What follows belongs to an exercise in optimizing a design on an open flow for small area and few clock cycles per item; a production flow would make more cautious choices. The RTL was checked by simulation tests, not by an equivalence proof against the original design.

`run.sh`:
```
#!/bin/bash
# synth_recipe.tcl (not shown) runs the flow's synth.tcl, then flattens the netlist and writes it again
# the make line also repeats each setting of config.mk as NAME=value (left out here)
make -C /OpenROAD-flow-scripts/flow DESIGN_CONFIG=/design/flow/config.mk WORK_HOME=/design/flow/orfs CLKGATE_MAP_FILE= SYNTH_SCRIPT=/design/flow/synth_recipe.tcl finish
```
`config.mk`:
```
export PLATFORM = sky130hd
export DESIGN_NAME = rns_forward_conversion
export DESIGN_NICKNAME = rns_forward_conversion
export VERILOG_FILES = /design/flow/design.v
export SDC_FILE = /design/flow/constraint.sdc
export NUM_CORES = 4
export LEC_CHECK = 0
export ABC_AREA = 1
export CAP_MARGIN = 20
export CORE_MARGIN = 2
export CORE_UTILIZATION = 55
export SLEW_MARGIN = 20
```
`constraint.sdc`:
```
create_clock -name core_clock -period 8.5 [get_ports {clk}]
set_input_delay 1.7000 -clock core_clock [delete_from_list [all_inputs] [get_ports {clk}]]
set_output_delay 1.7000 -clock core_clock [all_outputs]
set_load 0.01 [all_outputs]
```
`design.v`:
```
`timescale 1ns / 1ps
package rnsfc_pkg;
  localparam int OPD_W     = 64;   
  localparam int MOD_W     = 31;   
  localparam int RES_W     = 32;   
  localparam int IDX_W     = 2;    
  localparam int CNT_W     = 3;    
  localparam int CFG_IDX_W = 3;    
  localparam int NUM_MOD   = 4;    
  localparam logic [CNT_W-1:0] RST_MODULI_IN_USE = 3'd4;
  localparam int STEPS  = 4;
  localparam int NSTG   = 10;
  localparam int PASS_B = STEPS * NSTG;   
  localparam int RW     = 33;             
  localparam int EST_LO = 29;             
  localparam int SH_W   = 5;              
  localparam int H_W    = 71;             
  localparam int INFO_W = 6;              
  localparam int S_FAST = 7;              
endpackage
`timescale 1ns / 1ps
module rnsfc_cell #(
  parameter int IN_W  = 40,    
  parameter int OUT_W = 36,    
  parameter bit Q_EXT = 1'b0
) (
  input  logic                                 clk,
  input  logic                                 rst_n,
  input  logic                                 adv,
  input  logic                                 v_in,
  input  logic [1:0]                           j_in,
  input  logic [rnsfc_pkg::INFO_W-1:0]         info_in,
  input  logic [rnsfc_pkg::RW-1:0]             s_in,
  input  logic [rnsfc_pkg::RW-1:0]             c_in,
  input  logic [IN_W-1:0]                      st_in,
  input  logic [1:0]                           q_in,      
  input  logic                                 slow,
  input  logic [rnsfc_pkg::STEPS-1:0]          win_g,
  input  logic [4*rnsfc_pkg::MOD_W-1:0]        d_all,
  output logic                                 v_r,
  output logic [1:0]                           j_r,
  output logic [rnsfc_pkg::INFO_W-1:0]         info_r,
  output logic [rnsfc_pkg::RW-1:0]             s_r,
  output logic [rnsfc_pkg::RW-1:0]             c_r,
  output logic [OUT_W-1:0]                     st_r
);
  localparam int RW     = rnsfc_pkg::RW;
  localparam int STEPS  = rnsfc_pkg::STEPS;
  localparam int EST_LO = rnsfc_pkg::EST_LO;
  localparam int EW     = RW - EST_LO;
  localparam int MOD_W  = rnsfc_pkg::MOD_W;
  function automatic logic [1:0] digit(input logic [RW-1:0] s, input logic [RW-1:0] c);
    logic [EW-1:0] ea, eb, ep, eg, et;
    logic          pos;
    ea = s[RW-1:EST_LO];
    eb = c[RW-1:EST_LO];
    ep = ea ^ eb;
    eg = ea & eb;
    et = ea | eb;
    for (int l = 1; l < EW - 1; l = l * 2) begin
      for (int m = EW - 2; m >= l; m--) begin
        eg[m] = eg[m] | (et[m] & eg[m-l]);
        et[m] = et[m] & et[m-l];
      end
    end
    pos   = !(ep[EW-1] ^ eg[EW-2]);
    digit = {!pos && !(&ep), pos};
  endfunction
  logic [RW-1:0]    dz;
  logic [STEPS-1:0] win;
  logic [RW-1:0]    s_n, c_n;
  assign dz  = {{(RW - MOD_W){1'b0}}, d_all[j_in*MOD_W +: MOD_W]};
  assign win = slow ? win_g : st_in[IN_W-1 -: STEPS];
  always_comb begin
    logic [RW-1:0] x1, x2, x3, ss, cc;
    logic [1:0]    q;
    logic          pos, neg;
    ss = s_in;
    cc = c_in;
    for (int i = 0; i < STEPS; i++) begin
      if (i == 0 && Q_EXT) q = q_in;
      else                 q = digit(ss, cc);
      pos = q[0];
      neg = q[1];
      x1  = {ss[RW-2:0], win[STEPS-1-i]};
      x2  = {cc[RW-2:0], pos};
      for (int b = 0; b < RW; b++) x3[b] = dz[b] ? neg : pos;
      ss  = x1 ^ x2 ^ x3;
      cc  = (x1 & x2) | (x1 & x3) | (x2 & x3);
      cc  = {cc[RW-2:0], 1'b0};
    end
    s_n = ss;
    c_n = cc;
  end
  logic [OUT_W-1:0] st_n;
  if (IN_W > STEPS) begin : g_st
    assign st_n = st_in[IN_W-STEPS-1:0];
  end else begin : g_nost
    assign st_n = '0;
  end
  always_ff @(posedge clk) begin
    if (!rst_n) begin
      v_r <= 1'b0;
    end else if (adv) begin
      v_r <= v_in;
    end
  end
  always_ff @(posedge clk) begin
    if (adv) begin
      j_r    <= j_in;
      info_r <= info_in;
      s_r    <= s_n;
      c_r    <= c_n;
      st_r   <= st_n;
    end
  end
endmodule
`timescale 1ns / 1ps
module rnsfc_norm (
  input  logic [rnsfc_pkg::MOD_W-1:0] m,
  output logic [rnsfc_pkg::SH_W-1:0]  s,
  output logic                        z
);
  always_comb begin
    s = '0;
    for (int i = 0; i < rnsfc_pkg::MOD_W; i++) begin
      if (m[i]) s = 5'(rnsfc_pkg::MOD_W - 1 - i);
    end
    z = (m == '0);
  end
endmodule
`timescale 1ns / 1ps
module rns_forward_conversion
#(
  parameter int MAX_MODULI     = 4,
  parameter int STEPS_PER_CELL = 2
) (
  input  logic                 clk,
  input  logic                 rst_n,
  input  logic                 in_tvalid,
  output logic                 in_tready,
  input  logic [71:0]          in_tdata,    
  input  logic                 in_tuser,    
  output logic                 out_tvalid,
  input  logic                 out_tready,
  output logic [39:0]          out_tdata,   
  output logic                 out_tlast,   
  output logic                 out_tuser,   
  input  logic                 cfg_valid,
  output logic                 cfg_ready,
  input  logic [rnsfc_pkg::CFG_IDX_W-1:0] cfg_index,
  input  logic [rnsfc_pkg::MOD_W-1:0]     cfg_data
);
  localparam int MOD_W  = rnsfc_pkg::MOD_W;
  localparam int RES_W  = rnsfc_pkg::RES_W;
  localparam int CNT_W  = rnsfc_pkg::CNT_W;
  localparam int RW     = rnsfc_pkg::RW;
  localparam int STEPS  = rnsfc_pkg::STEPS;
  localparam int NSTG   = rnsfc_pkg::NSTG;
  localparam int PASS_B = rnsfc_pkg::PASS_B;
  localparam int SH_W   = rnsfc_pkg::SH_W;
  localparam int H_W    = rnsfc_pkg::H_W;
  localparam int INFO_W = rnsfc_pkg::INFO_W;
  localparam int EST_LO = rnsfc_pkg::EST_LO;
  localparam int EW     = RW - EST_LO;
  logic [CNT_W-1:0] n_r;
  logic [MOD_W-1:0] d_r [4];
  logic [SH_W-1:0]  s_r [4];
  logic             z_r [4];
  logic [MOD_W-1:0] nd;
  logic [SH_W-1:0]  ns;
  logic             nz;
  rnsfc_norm u_norm (.m(cfg_data), .s(ns), .z(nz));
  assign cfg_ready = 1'b1;
  always_ff @(posedge clk) begin
    if (!rst_n) begin
      n_r    <= rnsfc_pkg::RST_MODULI_IN_USE;
      d_r[0] <= 31'd3  << 29;  s_r[0] <= 5'd29;  z_r[0] <= 1'b0;
      d_r[1] <= 31'd5  << 28;  s_r[1] <= 5'd28;  z_r[1] <= 1'b0;
      d_r[2] <= 31'd7  << 28;  s_r[2] <= 5'd28;  z_r[2] <= 1'b0;
      d_r[3] <= 31'd11 << 27;  s_r[3] <= 5'd27;  z_r[3] <= 1'b0;
    end else if (cfg_valid) begin
      case (cfg_index)
        3'd0: n_r <= cfg_data[CNT_W-1:0];
        3'd1: begin d_r[0] <= nd; s_r[0] <= ns; z_r[0] <= nz; end
        3'd2: begin d_r[1] <= nd; s_r[1] <= ns; z_r[1] <= nz; end
        3'd3: begin d_r[2] <= nd; s_r[2] <= ns; z_r[2] <= nz; end
        3'd4: begin d_r[3] <= nd; s_r[3] <= ns; z_r[3] <= nz; end
        default: ;
      endcase
    end
  end
  logic [CNT_W-1:0] n_act;
  assign n_act = (n_r > 3'd4) ? 3'd4 : n_r;
  logic [4*MOD_W-1:0] d_all;
  logic [3:0]         z_all;
  assign d_all = {d_r[3], d_r[2], d_r[1], d_r[0]};
  assign z_all = {z_r[3], z_r[2], z_r[1], z_r[0]};
  logic slow;
  always_comb begin
    slow = 1'b0;
    for (int g = 0; g < 4; g++) begin
      if (!z_r[g] && s_r[g] > SH_W'(rnsfc_pkg::S_FAST)) slow = 1'b1;
    end
  end
  logic out_valid_r;
  logic adv;
  assign adv = !out_valid_r || out_tready;
  logic              mode, neg, fwd_empty, last_job, bad, zero, issue, take_ok;
  logic [1:0]        sel, jc_r, j;
  logic [SH_W-1:0]   sj;
  logic [1:0]        pl;
  logic [5:0]        pad;
  logic [63:0]       x;
  logic [H_W-1:0]    h_data;
  logic              held_r;             
  logic              hmode_r;
  logic [1:0]        hsel_r;
  logic              h_v_r, busy_r;
  logic [1:0]        h_j_r;
  logic [INFO_W-1:0] h_info_r;
  logic [H_W-1:0]    h_r;
  logic [3:0]        h_pre_r;
  logic [1:0]        h_a_r;
  logic [4:0]        h_xi_r;
  always_comb begin
    x         = in_tdata[63:0];
    mode      = held_r ? hmode_r : in_tuser;
    sel       = held_r ? hsel_r  : in_tdata[65:64];
    neg       = held_r ? h_r[63] : x[63];
    fwd_empty = !mode && (n_act == '0);
    j         = mode ? sel : jc_r;
    last_job  = mode || ({1'b0, jc_r} + 3'd1 == n_act);
    bad       = mode && ({1'b0, sel} >= n_act);
    zero      = bad || z_r[j];
    sj        = s_r[j];
    if (!slow) begin
      pl  = 2'd0;
      pad = '0;
    end else if (sj <= 5'd16) begin
      pl  = 2'd1;
      pad = 6'd16 - 6'(sj);
    end else begin
      pl  = 2'd2;
      pad = 6'd56 - 6'(sj);
    end
    if (slow) h_data = {{(H_W-64){neg}}, x};
    else      h_data = H_W'({{(H_W-64){neg}}, x} << sj[2:0]);
    if (!slow) begin
      take_ok = fwd_empty || last_job;
      issue   = in_tvalid && !fwd_empty;
    end else if (held_r) begin
      take_ok = 1'b0;
      issue   = !busy_r;
    end else begin
      take_ok = fwd_empty || !busy_r;
      issue   = in_tvalid && !fwd_empty && !busy_r;
    end
  end
  assign in_tready = adv && take_ok;
  logic exit_v;
  always_ff @(posedge clk) begin
    if (!rst_n) begin
      h_v_r  <= 1'b0;
      jc_r   <= '0;
      busy_r <= 1'b0;
      held_r <= 1'b0;
    end else if (adv) begin
      h_v_r <= issue;
      if (issue) jc_r <= last_job ? 2'd0 : jc_r + 2'd1;
      if (issue && slow)          busy_r <= 1'b1;
      else if (exit_v)            busy_r <= 1'b0;
      if (issue && slow)          held_r <= !last_job;
    end
  end
  always_ff @(posedge clk) begin
    if (adv) begin
      if (issue) begin
        h_j_r    <= j;
        h_info_r <= {pl, neg, zero, bad, last_job};
        h_pre_r  <= pad[5:2];
        h_a_r    <= pad[1:0];
        h_xi_r   <= '0;
        if (!held_r) begin
          h_r     <= h_data;
          hmode_r <= in_tuser;
          hsel_r  <= in_tdata[65:64];
        end
      end else if (h_pre_r != '0) begin
        h_pre_r  <= h_pre_r - 4'd1;
      end else if (h_xi_r != 5'd31) begin
        if (h_xi_r < 5'd16) h_r[63:0] <= {h_r[59:0], h_r[63:60]};
        h_xi_r <= (h_xi_r == 5'd16 || (h_xi_r == 5'd15 && h_a_r == 2'd0)) ? 5'd31
                                                                          : h_xi_r + 5'd1;
      end
    end
  end
  logic [STEPS-1:0] win_g;
  logic [66:0]      circ;
  always_comb begin
    circ = {h_r[2:0], h_r[63:0]};
    if (h_xi_r == 5'd0)  circ[66:64] = {3{h_info_r[3]}};
    if (h_xi_r == 5'd16) circ[63:0]  = '0;
    if (h_pre_r != '0)          win_g = {STEPS{h_info_r[3]}};
    else if (h_xi_r == 5'd31)   win_g = '0;
    else                        win_g = circ[63 + h_a_r -: STEPS];
  end
  function automatic logic [1:0] digit(input logic [RW-1:0] s, input logic [RW-1:0] c);
    logic [EW-1:0] ea, eb, ep, eg, et;
    logic          pos;
    ea = s[RW-1:EST_LO];
    eb = c[RW-1:EST_LO];
    ep = ea ^ eb;
    eg = ea & eb;
    et = ea | eb;
    for (int l = 1; l < EW - 1; l = l * 2) begin
      for (int m = EW - 2; m >= l; m--) begin
        eg[m] = eg[m] | (et[m] & eg[m-l]);
        et[m] = et[m] & et[m-l];
      end
    end
    pos   = !(ep[EW-1] ^ eg[EW-2]);
    digit = {!pos && !(&ep), pos};
  endfunction
  logic              pv   [NSTG];
  logic [1:0]        pj   [NSTG];
  logic [INFO_W-1:0] pinf [NSTG];
  logic [RW-1:0]     ps   [NSTG];
  logic [RW-1:0]     pc   [NSTG];
  logic              recirc;
  logic              v0;
  logic [1:0]        j0, q0;
  logic [INFO_W-1:0] info0;
  logic [RW-1:0]     s0, c0;
  logic              hneg;
  always_comb begin
    hneg   = h_info_r[3];
    recirc = pv[NSTG-1] && (pinf[NSTG-1][5:4] != 2'd0);
    exit_v = pv[NSTG-1] && (pinf[NSTG-1][5:4] == 2'd0);
    if (recirc) begin
      v0    = 1'b1;
      j0    = pj[NSTG-1];
      info0 = {pinf[NSTG-1][5:4] - 2'd1, pinf[NSTG-1][3:0]};
      s0    = ps[NSTG-1];
      c0    = pc[NSTG-1];
      q0    = digit(ps[NSTG-1], pc[NSTG-1]);
    end else begin
      v0    = h_v_r;
      j0    = h_j_r;
      info0 = h_info_r;
      c0    = '0;
      if (slow) begin
        s0 = {RW{hneg}};
        q0 = {1'b0, !hneg};
      end else begin
        s0 = {{(RW-(H_W-PASS_B)){h_r[H_W-1]}}, h_r[H_W-1:PASS_B]};
        q0 = {h_r[H_W-1] && !h_r[H_W-2], !h_r[H_W-1]};
      end
    end
  end
  for (genvar k = 0; k < NSTG; k++) begin : g_stg
    localparam int IW = PASS_B - STEPS * k;
    localparam int OW = (IW > STEPS) ? IW - STEPS : 1;
    logic [IW-1:0] st_i;
    logic [OW-1:0] st_o;
    if (k == 0) begin : g_in0
      assign st_i = h_r[PASS_B-1:0];
    end else begin : g_ink
      assign st_i = g_stg[k-1].st_o;
    end
    rnsfc_cell #(.IN_W(IW), .OUT_W(OW), .Q_EXT(k == 0)) u_stg (
      .clk     (clk),
      .rst_n   (rst_n),
      .adv     (adv),
      .v_in    (k == 0 ? v0    : pv[k == 0 ? 0 : k-1]),
      .j_in    (k == 0 ? j0    : pj[k == 0 ? 0 : k-1]),
      .info_in (k == 0 ? info0 : pinf[k == 0 ? 0 : k-1]),
      .s_in    (k == 0 ? s0    : ps[k == 0 ? 0 : k-1]),
      .c_in    (k == 0 ? c0    : pc[k == 0 ? 0 : k-1]),
      .st_in   (st_i),
      .q_in    (q0),
      .slow    (slow),
      .win_g   (win_g),
      .d_all   (d_all),
      .v_r     (pv[k]),
      .j_r     (pj[k]),
      .info_r  (pinf[k]),
      .s_r     (ps[k]),
      .c_r     (pc[k]),
      .st_r    (st_o)
    );
  end
  logic             p_valid_r, p_zero_r, p_last_r, p_bad_r, p_neg_r;
  logic [1:0]       p_j_r;
  logic [RW-1:0]    p_a_r;
  always_ff @(posedge clk) begin
    if (!rst_n) begin
      p_valid_r <= 1'b0;
    end else if (adv) begin
      p_valid_r <= exit_v;
    end
  end
  always_ff @(posedge clk) begin
    if (adv && exit_v) begin
      p_j_r    <= pj[NSTG-1];
      p_a_r    <= ps[NSTG-1] + pc[NSTG-1];
      p_neg_r  <= pinf[NSTG-1][3];
      p_zero_r <= pinf[NSTG-1][2];
      p_bad_r  <= pinf[NSTG-1][1];
      p_last_r <= pinf[NSTG-1][0];
    end
  end
  logic [RW-1:0]    dd, b, r, sh_in, sh_out;
  logic [SH_W-1:0]  sh_n;
  logic             sh_fill;
  logic             a_neg, a_zero, b_zero;
  logic [RES_W-1:0] res;
  always_comb begin
    a_neg  = p_a_r[RW-1];
    a_zero = (p_a_r == '0);
    dd     = {{(RW - MOD_W){1'b0}}, d_r[p_j_r]};
    b      = a_neg ? (p_a_r + dd) : (p_a_r - dd);
    b_zero = (b == '0);
    if (p_neg_r) r = ((!a_neg && !a_zero) || b_zero) ? b : p_a_r;
    else         r = a_neg ? b : p_a_r;
    if (cfg_valid) begin
      for (int i = 0; i < MOD_W; i++) sh_in[i] = cfg_data[MOD_W-1-i];
      sh_in[RW-1:MOD_W] = '0;
      sh_n    = ns;
      sh_fill = 1'b0;
    end else begin
      sh_in   = r;
      sh_n    = s_r[p_j_r];
      sh_fill = r[RW-1];
    end
    sh_out = RW'({{RW{sh_fill}}, sh_in} >> sh_n);
    for (int i = 0; i < MOD_W; i++) nd[i] = sh_out[MOD_W-1-i];
    res    = p_zero_r ? '0 : sh_out[RES_W-1:0];
  end
  logic [1:0]       out_idx_r;
  logic [RES_W-1:0] out_res_r;
  logic             out_last_r, out_bad_r;
  always_ff @(posedge clk) begin
    if (!rst_n) begin
      out_valid_r <= 1'b0;
    end else if (adv) begin
      out_valid_r <= p_valid_r;
    end
  end
  always_ff @(posedge clk) begin
    if (adv && p_valid_r) begin
      out_idx_r  <= p_j_r;
      out_res_r  <= res;
      out_last_r <= p_last_r;
      out_bad_r  <= p_bad_r;
    end
  end
  assign out_tvalid = out_valid_r;
  assign out_tdata  = {6'd0, out_res_r, out_idx_r};
  assign out_tlast  = out_last_r;
  assign out_tuser  = out_bad_r;
endmodule
```
==> results of run 1 <==
[cell usage after synthesis, drive strengths merged, types with 12 or more instances]
cell type  count
mux2i         48
clkinv        65
nand2       1382
nor2        1471
nor4          17
dfxtp        168
inv         1939
or2           39
a21oi       2127
o221ai        18
buf           83
xnor2         63
ha           313
nand4         44
nor3          20
clkbuf       638
o21bai        12
a221oi        18
o211ai        24
a41oi         22
nand3        481
o21ai       1157
edfxtp      1078
fa          1238
o22ai         15
xor2         113
[cell usage in the layout, fill, tap and decap left out, types with 32 or more instances in the layout]
| master | count |
|---|---|
| a21oi_1 | 2009 |
| a21oi_2 | 116 |
| buf_12 | 43 |
| buf_4 | 691 |
| clkbuf_16 | 162 |
| clkdlybuf4s50_1 | 141 |
| clkinv_1 | 85 |
| dfxtp_1 | 166 |
| edfxtp_1 | 1078 |
| fa_1 | 1230 |
| ha_1 | 313 |
| inv_1 | 1882 |
| inv_2 | 45 |
| mux2i_1 | 48 |
| nand2_1 | 1336 |
| nand2_2 | 35 |
| nand3_1 | 458 |
| nand4_1 | 43 |
| nor2_1 | 1432 |
| nor2_2 | 32 |
| o21ai_0 | 1041 |
| o21ai_1 | 90 |
| or2_2 | 36 |
| xnor2_1 | 57 |
| xor2_1 | 112 |
[kinds of logic (layout without fill, tap and decap cells)]
family                   after synthesis  in the layout
AO/OA/AOI/OAI                       3447           3447
AND/OR/NAND/NOR                     3464           3464
multiplexers                          48             48
other                                  2             31
adder cells (fa/ha/maj)             1551           1551
flip-flops                          1246           1246
buffers and inverters               2725           3188
XOR/XNOR                             176            176
[flip-flops by register name, summed over array words and instances (netlist names), 2 cells and up]
| name | flops |
|---|---|
| d_r | 124 |
| g_stg.u_stg.c_r | 320 |
| g_stg.u_stg.info_r | 60 |
| g_stg.u_stg.j_r | 20 |
| g_stg.u_stg.s_r | 330 |
| g_stg.u_stg.st_r | 180 |
| g_stg.u_stg.v_r | 10 |
| h_a_r | 2 |
| h_info_r | 6 |
| h_j_r | 2 |
| h_pre_r | 4 |
| h_r | 71 |
| h_xi_r | 5 |
| hsel_r | 2 |
| jc_r | 2 |
| n_r | 3 |
| out_idx_r | 2 |
| out_res_r | 32 |
| p_a_r | 33 |
| p_j_r | 2 |
| s_r | 20 |
| z_r | 4 |
[cell type report]
type                            count  area share (%)
Multi-Input combinational cell   8693            51.6
Sequential cell                  1246            28.9
Timing Repair Buffer              912            6.55
Inverter                         2004            6.12
Clock buffer                      167            3.08
Tap cell                         2640            2.67
Clock inverter                    105            1.02
Antenna cell                       24          0.0485
[path summary, 6_finish.rpt]
path,startpoint,endpoint
hold / removal,g_stg[5].u_stg.info_r[0],g_stg[6].u_stg.info_r[0]
hold reg to reg,g_stg[5].u_stg.info_r[0],g_stg[6].u_stg.info_r[0]
setup / recovery,d_r[2][28],g_stg[5].u_stg.s_r[15]
setup reg to reg,d_r[2][28],g_stg[5].u_stg.s_r[15]
[through the flow]
step	hold slack [ps]	instances
floorplan	400	12700
CTS	409	15700
global placement	401	15400
detailed placement	405	15400
global route	417	15800
finish	413	15800
[layer usage]
layer / up-vias / track usage [%] / part of all wire, %
li1: 42000 / - / -
met1: 46000 / 52.7 / 37
met2: 5588 / 59.6 / 43
met3: 1285 / 13.1 / 13
met4: 18 / 22.8 / 7.0
met5: - / 0.216 / 0.049
[critical path, delay by kind of cell, from the launching register on]
kind                     cells  cell delay (ps)
adder cells (fa/ha/maj)      7             2660
buffers and inverters        8             1130
AO/OA/AOI/OAI               11             1610
AND/OR/NAND/NOR             12             1790
flip-flops                   1              420
XOR/XNOR                     2              360
[repair_timing]
| action | 4_1_cts | 5_1_grt |
|---|---|---|
| hold buffers | 0 | 0 |
| setup endpoints to repair | 65 | 643 |
| endpoints found under the hold margin | 0 | 0 |
| setup buffers | 0 | 37 |
| resized for setup | 7 | 320 |
| pin swaps | 0 | 47 |
| gates cloned | 0 | 15 |
==> reports/qor.yml, run 1 <==
synth_xor_area_share_pct: 1.43
crit_top_cell: "a21oi_1"
yosysTopAreaCell: "edfxtp_1"
fillers: 16400
netlist_instances: 12700
numCtsBuffers: 148
grt_pass1_wl_um: 592000
synth_cell_types: 60
synth_top_family_by_area: "adder cells"
final_area_sq_mm: 0.124
slowest_delay_ps: 600
synth_compound_area_share_pct: 16.3
synth_flop_cell: "edfxtp_1"
die_height_um: 448
slew_violations: 0
drive_gt1_share_pct: 10.8
grt_start_max_net_pins: 176
synthMuxAreaShare_pct: 0.442
cp_max_fo: 16
drt_iter0_drc: 12800
std_cell_rows: 163
fin_tns_setup_ps: 0
rsz0062_at_grt: "yes"
hold_class: "reg -> reg"
synthAdderAreaFrac_pct: 26.4
yosys.area.top_type_share_pct: 29.8
multiInputGateArea_sq_mm: 0.0639
timing.final.ws_setup_ps: 219
portBuffers: 143
synth-edff-count: 1078
place_congestion: 1.01
synth_area_leaders: "edfxtp_1 30%, fa_1 23%, a21oi_1 9.8%"
fin_worst_skew_ps: 43.0
fin_crit_ps: 8280
htreeDepth: 4
yosysSeqAreaShare_pct: 32.9
dieArea_sq_mm: 0.201
required_ps: 9060
syn_area_per_cell_sq_um: 8.58
cp-start-kind: "register"
pre_cts_ws_ps: -99.5
status: "no timing/DRC/antenna violations"
hpwl_um: 305000
ff2ff_path_depth: 40
post_dp_cell_area_sq_mm: 0.117
ios: 157
dieWidth_um: 448
gr-total-overflow: 0
ant_nets: 0
start_util_pct: 55.2
setup_violations: 0
cts_tree: "yes"
syn_area_sq_mm: 0.109
yosysWarnings: 23
routed-via-count: 94900
insertion_delay_ps: 850
wire_per_inst_um: 26.2
wl_um: 413000
whs_path_depth: 0
final_core_util_pct: 62.9
grt_pass1_vias: 90700
cp-end-kind: "register"
root_buffer: "clkbuf_16"
antenna_found_initial: 35
clock_sinks: 1246
regArea_sq_mm: 0.0357
maxCapViolCount: 0
clockBufferDepth: 3
drcViolationCount: 0
fin_crit_sh_pct: 97.4
grt_util_all_layers_pct: 40.4
max_slew.worst_pin.slew_ps: 1410
synth-simple-area-share_pct: 13.0
hold_viol: 0
crit_type: "reg -> reg"
async_flop_share_pct: 0
path_clk_slew_ps: 60
synth_seq_cells: 1246
r2r_slack_ps: 220
dr.pass1.iters: 9
max_freq_ghz: 0.121
slowest_stage: "fa_1"
viasPerCell: 6.01
slew_headroom_pct: 5.13
core_area_sq_mm: 0.197
area_growth_pct: 13.9
cp.arrival_ps: 8840
final_nets: 14700
Testbench counts, summed over its fixed seeds: cycles 8,873, results 8,769.
==> run 2, diff against run 1 <==
--- a/design.v
+++ b/design.v
@@ -15,7 +15,7 @@
   localparam int EST_LO = 29;             
   localparam int SH_W   = 5;              
   localparam int H_W    = 71;             
-  localparam int INFO_W = 6;              
+  localparam int INFO_W = 4;              
   localparam int S_FAST = 7;              
 endpackage
 `timescale 1ns / 1ps
@@ -223,6 +223,7 @@
   logic [3:0]        h_pre_r;
   logic [1:0]        h_a_r;
   logic [4:0]        h_xi_r;
+  logic [1:0]        pass_r;             
   always_comb begin
     x         = in_tdata[63:0];
     mode      = held_r ? hmode_r : in_tuser;
@@ -258,7 +259,7 @@
     end
   end
   assign in_tready = adv && take_ok;
-  logic exit_v;
+  logic exit_v, recirc;
   always_ff @(posedge clk) begin
     if (!rst_n) begin
       h_v_r  <= 1'b0;
@@ -277,7 +278,7 @@
     if (adv) begin
       if (issue) begin
         h_j_r    <= j;
-        h_info_r <= {pl, neg, zero, bad, last_job};
+        h_info_r <= {neg, zero, bad, last_job};
         h_pre_r  <= pad[5:2];
         h_a_r    <= pad[1:0];
         h_xi_r   <= '0;
@@ -295,6 +296,12 @@
       end
     end
   end
+  always_ff @(posedge clk) begin
+    if (adv) begin
+      if (issue)       pass_r <= pl;
+      else if (recirc) pass_r <= pass_r - 2'd1;
+    end
+  end
   logic [STEPS-1:0] win_g;
   logic [66:0]      circ;
   always_comb begin
@@ -327,7 +334,6 @@
   logic [INFO_W-1:0] pinf [NSTG];
   logic [RW-1:0]     ps   [NSTG];
   logic [RW-1:0]     pc   [NSTG];
-  logic              recirc;
   logic              v0;
   logic [1:0]        j0, q0;
   logic [INFO_W-1:0] info0;
@@ -335,12 +341,12 @@
   logic              hneg;
   always_comb begin
     hneg   = h_info_r[3];
-    recirc = pv[NSTG-1] && (pinf[NSTG-1][5:4] != 2'd0);
-    exit_v = pv[NSTG-1] && (pinf[NSTG-1][5:4] == 2'd0);
+    recirc = pv[NSTG-1] && (pass_r != 2'd0);
+    exit_v = pv[NSTG-1] && (pass_r == 2'd0);
     if (recirc) begin
       v0    = 1'b1;
       j0    = pj[NSTG-1];
-      info0 = {pinf[NSTG-1][5:4] - 2'd1, pinf[NSTG-1][3:0]};
+      info0 = pinf[NSTG-1];
       s0    = ps[NSTG-1];
       c0    = pc[NSTG-1];
       q0    = digit(ps[NSTG-1], pc[NSTG-1]);
--- a/config.mk
+++ b/config.mk
@@ -9,4 +9,5 @@
 export CAP_MARGIN = 20
 export CORE_MARGIN = 2
 export CORE_UTILIZATION = 55
+export CTS_BUF_LIST = sky130_fd_sc_hd__clkbuf_8
 export SLEW_MARGIN = 20
==> reports/qor.yml, run 2 <==
maxCapViolCount: 0  # unchanged
routed-via-count: 93200  # -1.8%
synthTopCellsByCount: "2145 x a21oi_1, 1906 x inv_1, 1492 x nor2_1, 1345 x nand2_1, 1238 x fa_1"
synth_seq_cells: 1226  # -1.6%
dieWidth_um: 448  # -0.19%
ant_nets: 0  # unchanged
wl_um: 404000  # -2.3%
grt_pass1_wl_um: 580000  # -1.9%
std_cell_rows: 162  # -0.61%
syn_area_sq_mm: 0.108  # -0.38%
numCtsBuffers: 216  # +46%
drive_gt1_share_pct: 9.11  # -1.7 points
fin_tns_setup_ps: 0  # unchanged
crit_top_cell: "nor2_1"
core_area_sq_mm: 0.195  # -0.82%
post-synth-top-count-cell: "a21oi_1"
cts-hold-fix-buffers: 0  # unchanged
gr-total-overflow: 0  # unchanged
async_flop_share_pct: 0  # unchanged
synth_area_leaders: "edfxtp_1 29%, fa_1 23%, a21oi_1 9.9%"
final_core_util_pct: 61.9  # -1.0 points
die_height_um: 448  # -0.19%
place_congestion: 1.03  # +2.1%
insertion_delay_ps: 1100  # +250 ps
final_area_sq_mm: 0.121  # -2.4%
final_cell_mix: "2062 x a21oi_1, 1910 x inv_1, 1477 x nor2_1"
clock_sinks: 1226  # -1.6%
largest_register_ff_count: 330  # unchanged
hold_viol: 0  # unchanged
slowest_delay_ps: 600  # about the same
yosys.area.top_type_share_pct: 29.4  # -0.44 points
synth_flop_cell: "edfxtp_1"
yosysSeqAreaShare_pct: 32.5  # -0.43 points
cp_max_fo: 30  # +14
dr.pass1.iters: 12  # +3
cp-start-kind: "register"
post_dp_cell_area_sq_mm: 0.114  # -2.2%
synth_cell_types: 69  # +15%
viasPerCell: 5.97  # -0.70%
max_slew.worst_pin.slew_ps: 1370  # -40.3 ps
root_buffer: "clkbuf_8"
timing.final.ws_setup_ps: 264  # +44.8 ps
yosysTopAreaCell: "edfxtp_1"
drt_iter0_drc: 12600  # -1.8%
synth-edff-count: 1058  # -1.9%
yosysWarnings: 23  # unchanged
final_nets: 14400  # -1.5%
fin_worst_skew_ps: 117  # +74.2 ps
max_freq_ghz: 0.121  # +0.54%
slew_headroom_pct: 7.84  # +2.7 points
start_util_pct: 55.4  # +0.24 points
layout_commonest_cell: "a21oi_1"
required_ps: 9270  # +210 ps
syn_area_per_cell_sq_um: 8.57  # -0.19%
slew_violations: 0  # unchanged
area_growth_pct: 11.6
fin_crit_sh_pct: 96.9  # -0.53 points
pre_cts_ws_ps: -165  # -65.3 ps
htreeDepth: 4  # unchanged
grt_util_all_layers_pct: 39.8  # -0.65 points
grt_start_max_net_pins: 146  # -17%
wire_per_inst_um: 25.9  # -1.2%
portBuffers: 143  # unchanged
ios: 157  # unchanged
status: "no timing/DRC/antenna violations"
path_clk_slew_ps: 70  # about the same
netlist_instances: 12600  # -0.19%
drcViolationCount: 0  # unchanged
hpwl_um: 302000  # -1.1%
cp-end-kind: "register"
grt_pass1_vias: 89700  # -1.2%
clockBufferDepth: 3  # unchanged
slowest_stage: "fa_1"
hold_class: "reg -> reg"
fin_crit_ps: 8240  # -44.8 ps
cts_tree: "yes"
dieArea_sq_mm: 0.200  # -0.38%
top_register: "g_stg.u_stg.s_r"
top_regs: "g_stg.u_stg.s_r (330), g_stg.u_stg.c_r (320), g_stg.u_stg.st_r (180)"
cp.arrival_ps: 9010  # +170 ps
antenna_found_initial: 29  # -17%
setup_violations: 0  # unchanged
crit_type: "reg -> reg"
[run 2: per-layer routing]
metal | up-vias | GRT usage (%) | wire [um]
met5 | - | 0 | 121
met4 | 12 | 20.9 | 23900
met3 | 1096 | 12.0 | 49800
met2 | 5393 | 59.3 | 176000
met1 | 45100 | 52.4 | 154000
li1 | 41600 | - | -
[run 2: cells by family (layout without fill, tap and decap cells)]
logic type / after synthesis / count (layout) / share of synthesized area (%)
mux: 45 / 45 / 0.416
other cells: 2 / 26 / 0.00694
buf+inv: 2704 / 3034 / 9.54
xor+xnor: 173 / 173 / 1.41
compound gates: 3464 / 3464 / 16.5
fa+ha+maj: 1551 / 1551 / 26.5
flops: 1226 / 1226 / 32.5
simple gates: 3470 / 3470 / 13.1
[run 2: area by class of cell]
type | instances | area (sq um)
diodes | 19 | 47.5
clock buffers | 227 | 3120
clock inverters | 180 | 1630
fillers | 16700 | 74500
inverters | 1981 | 7490
multi-input cells | 8710 | 63800
flip-flops and latches | 1226 | 35100
well taps | 2624 | 3280
repair buffers | 646 | 6210
[run 2: timing repair]
action	4_1_cts	5_1_grt
resized for setup	11	270
endpoints found under the setup margin	200	617
cloned	0	13
buffers inserted	0	36
pin swaps	1	41
[run 2: per-stage QoR]
stage | hold slack, ps | std cells
after floorplan | 400 | 12600
after global placement | 400 | 15100
after detailed placement | 405 | 15100
after CTS | 411 | 15500
after global routing | 412 | 15600
final | 411 | 15600
[run 2: path summary, 6_finish.rpt]
kind                                        startpoint                      to  slack [ps]  cells past startpoint
worst max register to register  g_stg[3].u_stg.c_r[30]   g_stg[4].u_stg.s_r[8]         260                     40
worst min-delay path            g_stg[3].u_stg.st_r[8]  g_stg[4].u_stg.st_r[8]         410                      0
worst max-delay path            g_stg[3].u_stg.c_r[30]   g_stg[4].u_stg.s_r[8]         260                     40
worst min register to register  g_stg[3].u_stg.st_r[8]  g_stg[4].u_stg.st_r[8]         410                      0
[run 2: worst max-delay path, delay by kind of cell (launching register included)]
kind | cells | cell delay (ps)
buffers and inverters | 7 | 790
flip-flops | 1 | 420
AND/OR/NAND/NOR | 13 | 1860
adder cells (fa/ha/maj) | 8 | 2840
AO/OA/AOI/OAI | 11 | 1750
XOR/XNOR | 1 | 190
Testbench counts of run 2, summed over its fixed seeds: cycles 8,873, results 8,769.
==> run 3, diff against run 2 <==
--- a/config.mk
+++ b/config.mk
@@ -10,4 +10,5 @@
 export CORE_MARGIN = 2
 export CORE_UTILIZATION = 55
 export CTS_BUF_LIST = sky130_fd_sc_hd__clkbuf_8
+export GPL_TIMING_DRIVEN = 0
 export SLEW_MARGIN = 20
==> reports/qor.yml, run 3 <==
status: "failed layout checks"
check-failures: "negative setup slack"
cp-end-kind: "register"
grt_util_all_layers_pct: 45.3  # +5.5 points
antenna_found_initial: 41  # +41%
cp_max_fo: 11  # -63%
yosysTopAreaCell: "edfxtp_1"
root_buffer: "clkbuf_8"
min_from: "g_stg[7].u_stg.st_r[0]"
synth_cell_types: 69  # unchanged
gr-total-overflow: 0  # unchanged
path_clk_slew_ps: 70  # about the same
top_regs: "g_stg.u_stg.s_r (330), g_stg.u_stg.c_r (320), g_stg.u_stg.st_r (180)"
clock_sinks: 1226  # unchanged
std_cell_rows: 162  # unchanged
grt_pass1_wl_um: 647000  # +11%
numCtsBuffers: 210  # -2.8%
final_cell_mix: "1897 x a21oi_1, 1887 x inv_1, 1377 x nor2_1"
slowest_stage: "fa_1"
max_freq_ghz: 0.112  # -8.0%
synth_seq_cells: 1226  # unchanged
crit_start: "g_stg[6].u_stg.j_r[1]"
drcViolationCount: 0  # unchanged
syn_area_per_cell_sq_um: 8.57  # unchanged
synth_area_leaders: "edfxtp_1 29%, fa_1 23%, a21oi_1 9.9%"
wire_per_inst_um: 29.5  # +14%
place_congestion: 1.06  # +3.5%
yosys.area.top_type_share_pct: 29.4  # unchanged
synth_flop_cell: "edfxtp_1"
start_util_pct: 55.4  # unchanged
yosysSeqAreaShare_pct: 32.5  # unchanged
dieArea_sq_mm: 0.200  # unchanged
area_growth_pct: 14.7
die_height_um: 448  # unchanged
slew_headroom_pct: 2.66  # -5.2 points
synth-edff-count: 1058  # unchanged
synthTopCellsByCount: "2145 x a21oi_1, 1906 x inv_1, 1492 x nor2_1, 1345 x nand2_1, 1238 x fa_1"
async_flop_share_pct: 0  # unchanged
drive_gt1_share_pct: 12.2  # +3.1 points
final_core_util_pct: 63.6  # +1.7 points
final_nets: 14900  # +3.0%
timing.final.ws_setup_ps: -457  # -721 ps
slew_violations: 0  # unchanged
clockBufferDepth: 3  # unchanged
wl_um: 473000  # +17%
viasPerCell: 6.30  # +5.6%
rr_startpoint: "g_stg[6].u_stg.j_r[1]"
yosysWarnings: 23  # unchanged
fillers: 15600  # -6.9%
hold_viol: 0  # unchanged
placedCellCount: 15400  # +2.0%
r2r_slack_ps: -460  # -720 ps
htreeDepth: 4  # unchanged
setup_violations: 309  # +309
fin_crit_sh_pct: 105  # +8.5 points
timing.rr.end: "g_stg[7].u_stg.s_r[22]"
maxCapViolCount: 0  # unchanged
whs_path_depth: 0  # unchanged
post-synth-top-count-cell: "a21oi_1"
crit_type: "reg -> reg"
cp-start-kind: "register"
hpwl_um: 351000  # +16%
max_slew.worst_pin.slew_ps: 1460  # +86.8 ps
top_register: "g_stg.u_stg.s_r"
whs_ps: 391  # -19.8 ps
stdcell_count: 16100  # +2.8%
largest_register_ff_count: 330  # unchanged
required_ps: 9250  # -20 ps
cts_tree: "yes"
ff2ff_path_depth: 39  # -2.5%
cts-hold-fix-buffers: 0  # unchanged
crit_top_cell: "a21oi_1"
rsz0062_at_grt: "yes"
grt_start_max_net_pins: 164  # +12%
dieWidth_um: 448  # unchanged
ios: 157  # unchanged
core_area_sq_mm: 0.195  # unchanged
cp.arrival_ps: 9710  # +700 ps
fin_crit_ps: 8960  # +721 ps
fin_worst_skew_ps: 90.2  # -27.0 ps
hold_class: "reg -> reg"
drt_iter0_drc: 15900  # +26%
hold_path_end: "g_stg[8].u_stg.st_r[0]"
slowest_delay_ps: 630  # +30 ps
grt_pass1_vias: 96500  # +7.6%
dr.pass1.iters: 20  # +8
routed-via-count: 101000  # +8.5%
syn_area_sq_mm: 0.108  # unchanged
netlist_instances: 12600  # unchanged
insertion_delay_ps: 1060  # -40 ps
portBuffers: 142  # -0.70%
ant_nets: 0  # unchanged
layout_commonest_cell: "a21oi_1"
==> run 3: layout make-up <==
| class | count | area (sq um) | share of cell area [%] |
|---|---|---|---|
| clock inverters | 170 | 1450 | 1.17 |
| well taps | 2624 | 3280 | 2.65 |
| multi-input cells | 8710 | 65900 | 53.1 |
| repair buffers | 392 | 3650 | 2.94 |
| inverters | 1981 | 7590 | 6.12 |
| diodes | 30 | 75.1 | 0.0605 |
| clock buffers | 221 | 3040 | 2.45 |
| flip-flops and latches | 1226 | 35100 | 28.3 |
| plain buffers | 698 | 3950 | 3.18 |
==> run 3: through the flow <==
| stage | setup slack [ps] | cell area, sq um | setup TNS [ps] |
|---|---|---|---|
| finish | -457 | 124000 | -68930 |
| global route | -652 | 124000 | -153140 |
| CTS | 0.982 | 121000 | 0 |
| detailed placement | -3110 | 114000 | -1467200 |
| global placement | -2980 | 113000 | -1317200 |
| floorplan | 1.61 | 108000 | 0 |
==> run 3: worst max-delay path by stage <==
stage	end	slack [ps]
after floorplan	g_stg[8].u_stg.s_r[4]	2
after global placement	g_stg[9].u_stg.s_r[30]	-2980
after detailed placement	g_stg[9].u_stg.s_r[28]	-3110
after CTS	g_stg[1].u_stg.s_r[27]	1
after global routing	g_stg[0].u_stg.s_r[30]	-650
final	g_stg[7].u_stg.s_r[22]	-460
==> run 3: timing repair <==
action	4_1_cts	5_1_grt
setup buffers	103	111
endpoints found under the setup margin	802	791
gates cloned	3	5
pin swaps	68	206
resized for setup	640	753
==> run 3: logic make-up after synthesis <==
logic type	Yosys count	synth area share, %
other	2	0.00694
xor gates and xnor gates	173	1.41
and+or+nand+nor	3470	13.1
buffers and inverters	2704	9.54
DFF	1226	32.5
AOI/OAI and AO/OA	3464	16.5
muxes	45	0.416
adders and majority gates	1551	26.5
==> run 3: layer usage <==
layer	GRT usage, %	routed length (um)	vias up
li1	-	-	42500
met1	55.7	166000	48600
met2	65.8	199000	7911
met3	17.0	66500	2130
met4	31.7	41700	34
met5	0.977	529	-
==> run 3: worst max-delay path, delay by kind of cell, from the launching register on <==
family	cells	cell delay [ps]
AOI/OAI and AO/OA	11	1830
buffers and inverters	8	1390
adders and majority gates	7	2990
xor gates and xnor gates	1	160
DFF	1	540
and+or+nand+nor	12	1750

-- afterwards: timing with drivers on the ports --
The results above use ideal ports. As a check the final layouts listed here were re-extracted and re-timed, cells and wires unchanged.
Step 1 sets driving cells, clkbuf_16 on the clock port and buf_2 on the other inputs (assumed; they add their load-dependent delay and slew).
Step 2, shift: input delay + t, output delay - t, t = (earliest + latest rising clock arrival at the registers) / 2. This alone moves slack from input paths to output paths.
Slacks: ideal / step 1 / step 2; pairs: ideal / step 1.
run | t (ns) | setup slack, ns | latest minus earliest clock arrival (ns) | worst register clock-pin slew, ns | cell pins on the clock port's net
run 1 | 0.926 | 0.219 / 0.219 / 0.219 | 0.045 / 0.044 | 0.07 / 0.07 | 1
run 2 | 1.140 | 0.264 / 0.264 / 0.264 | 0.117 / 0.118 | 0.07 / 0.07 | 1
run 3 | 1.112 | -0.457 / -0.457 / -0.457 | 0.090 / 0.090 | 0.08 / 0.08 | 1
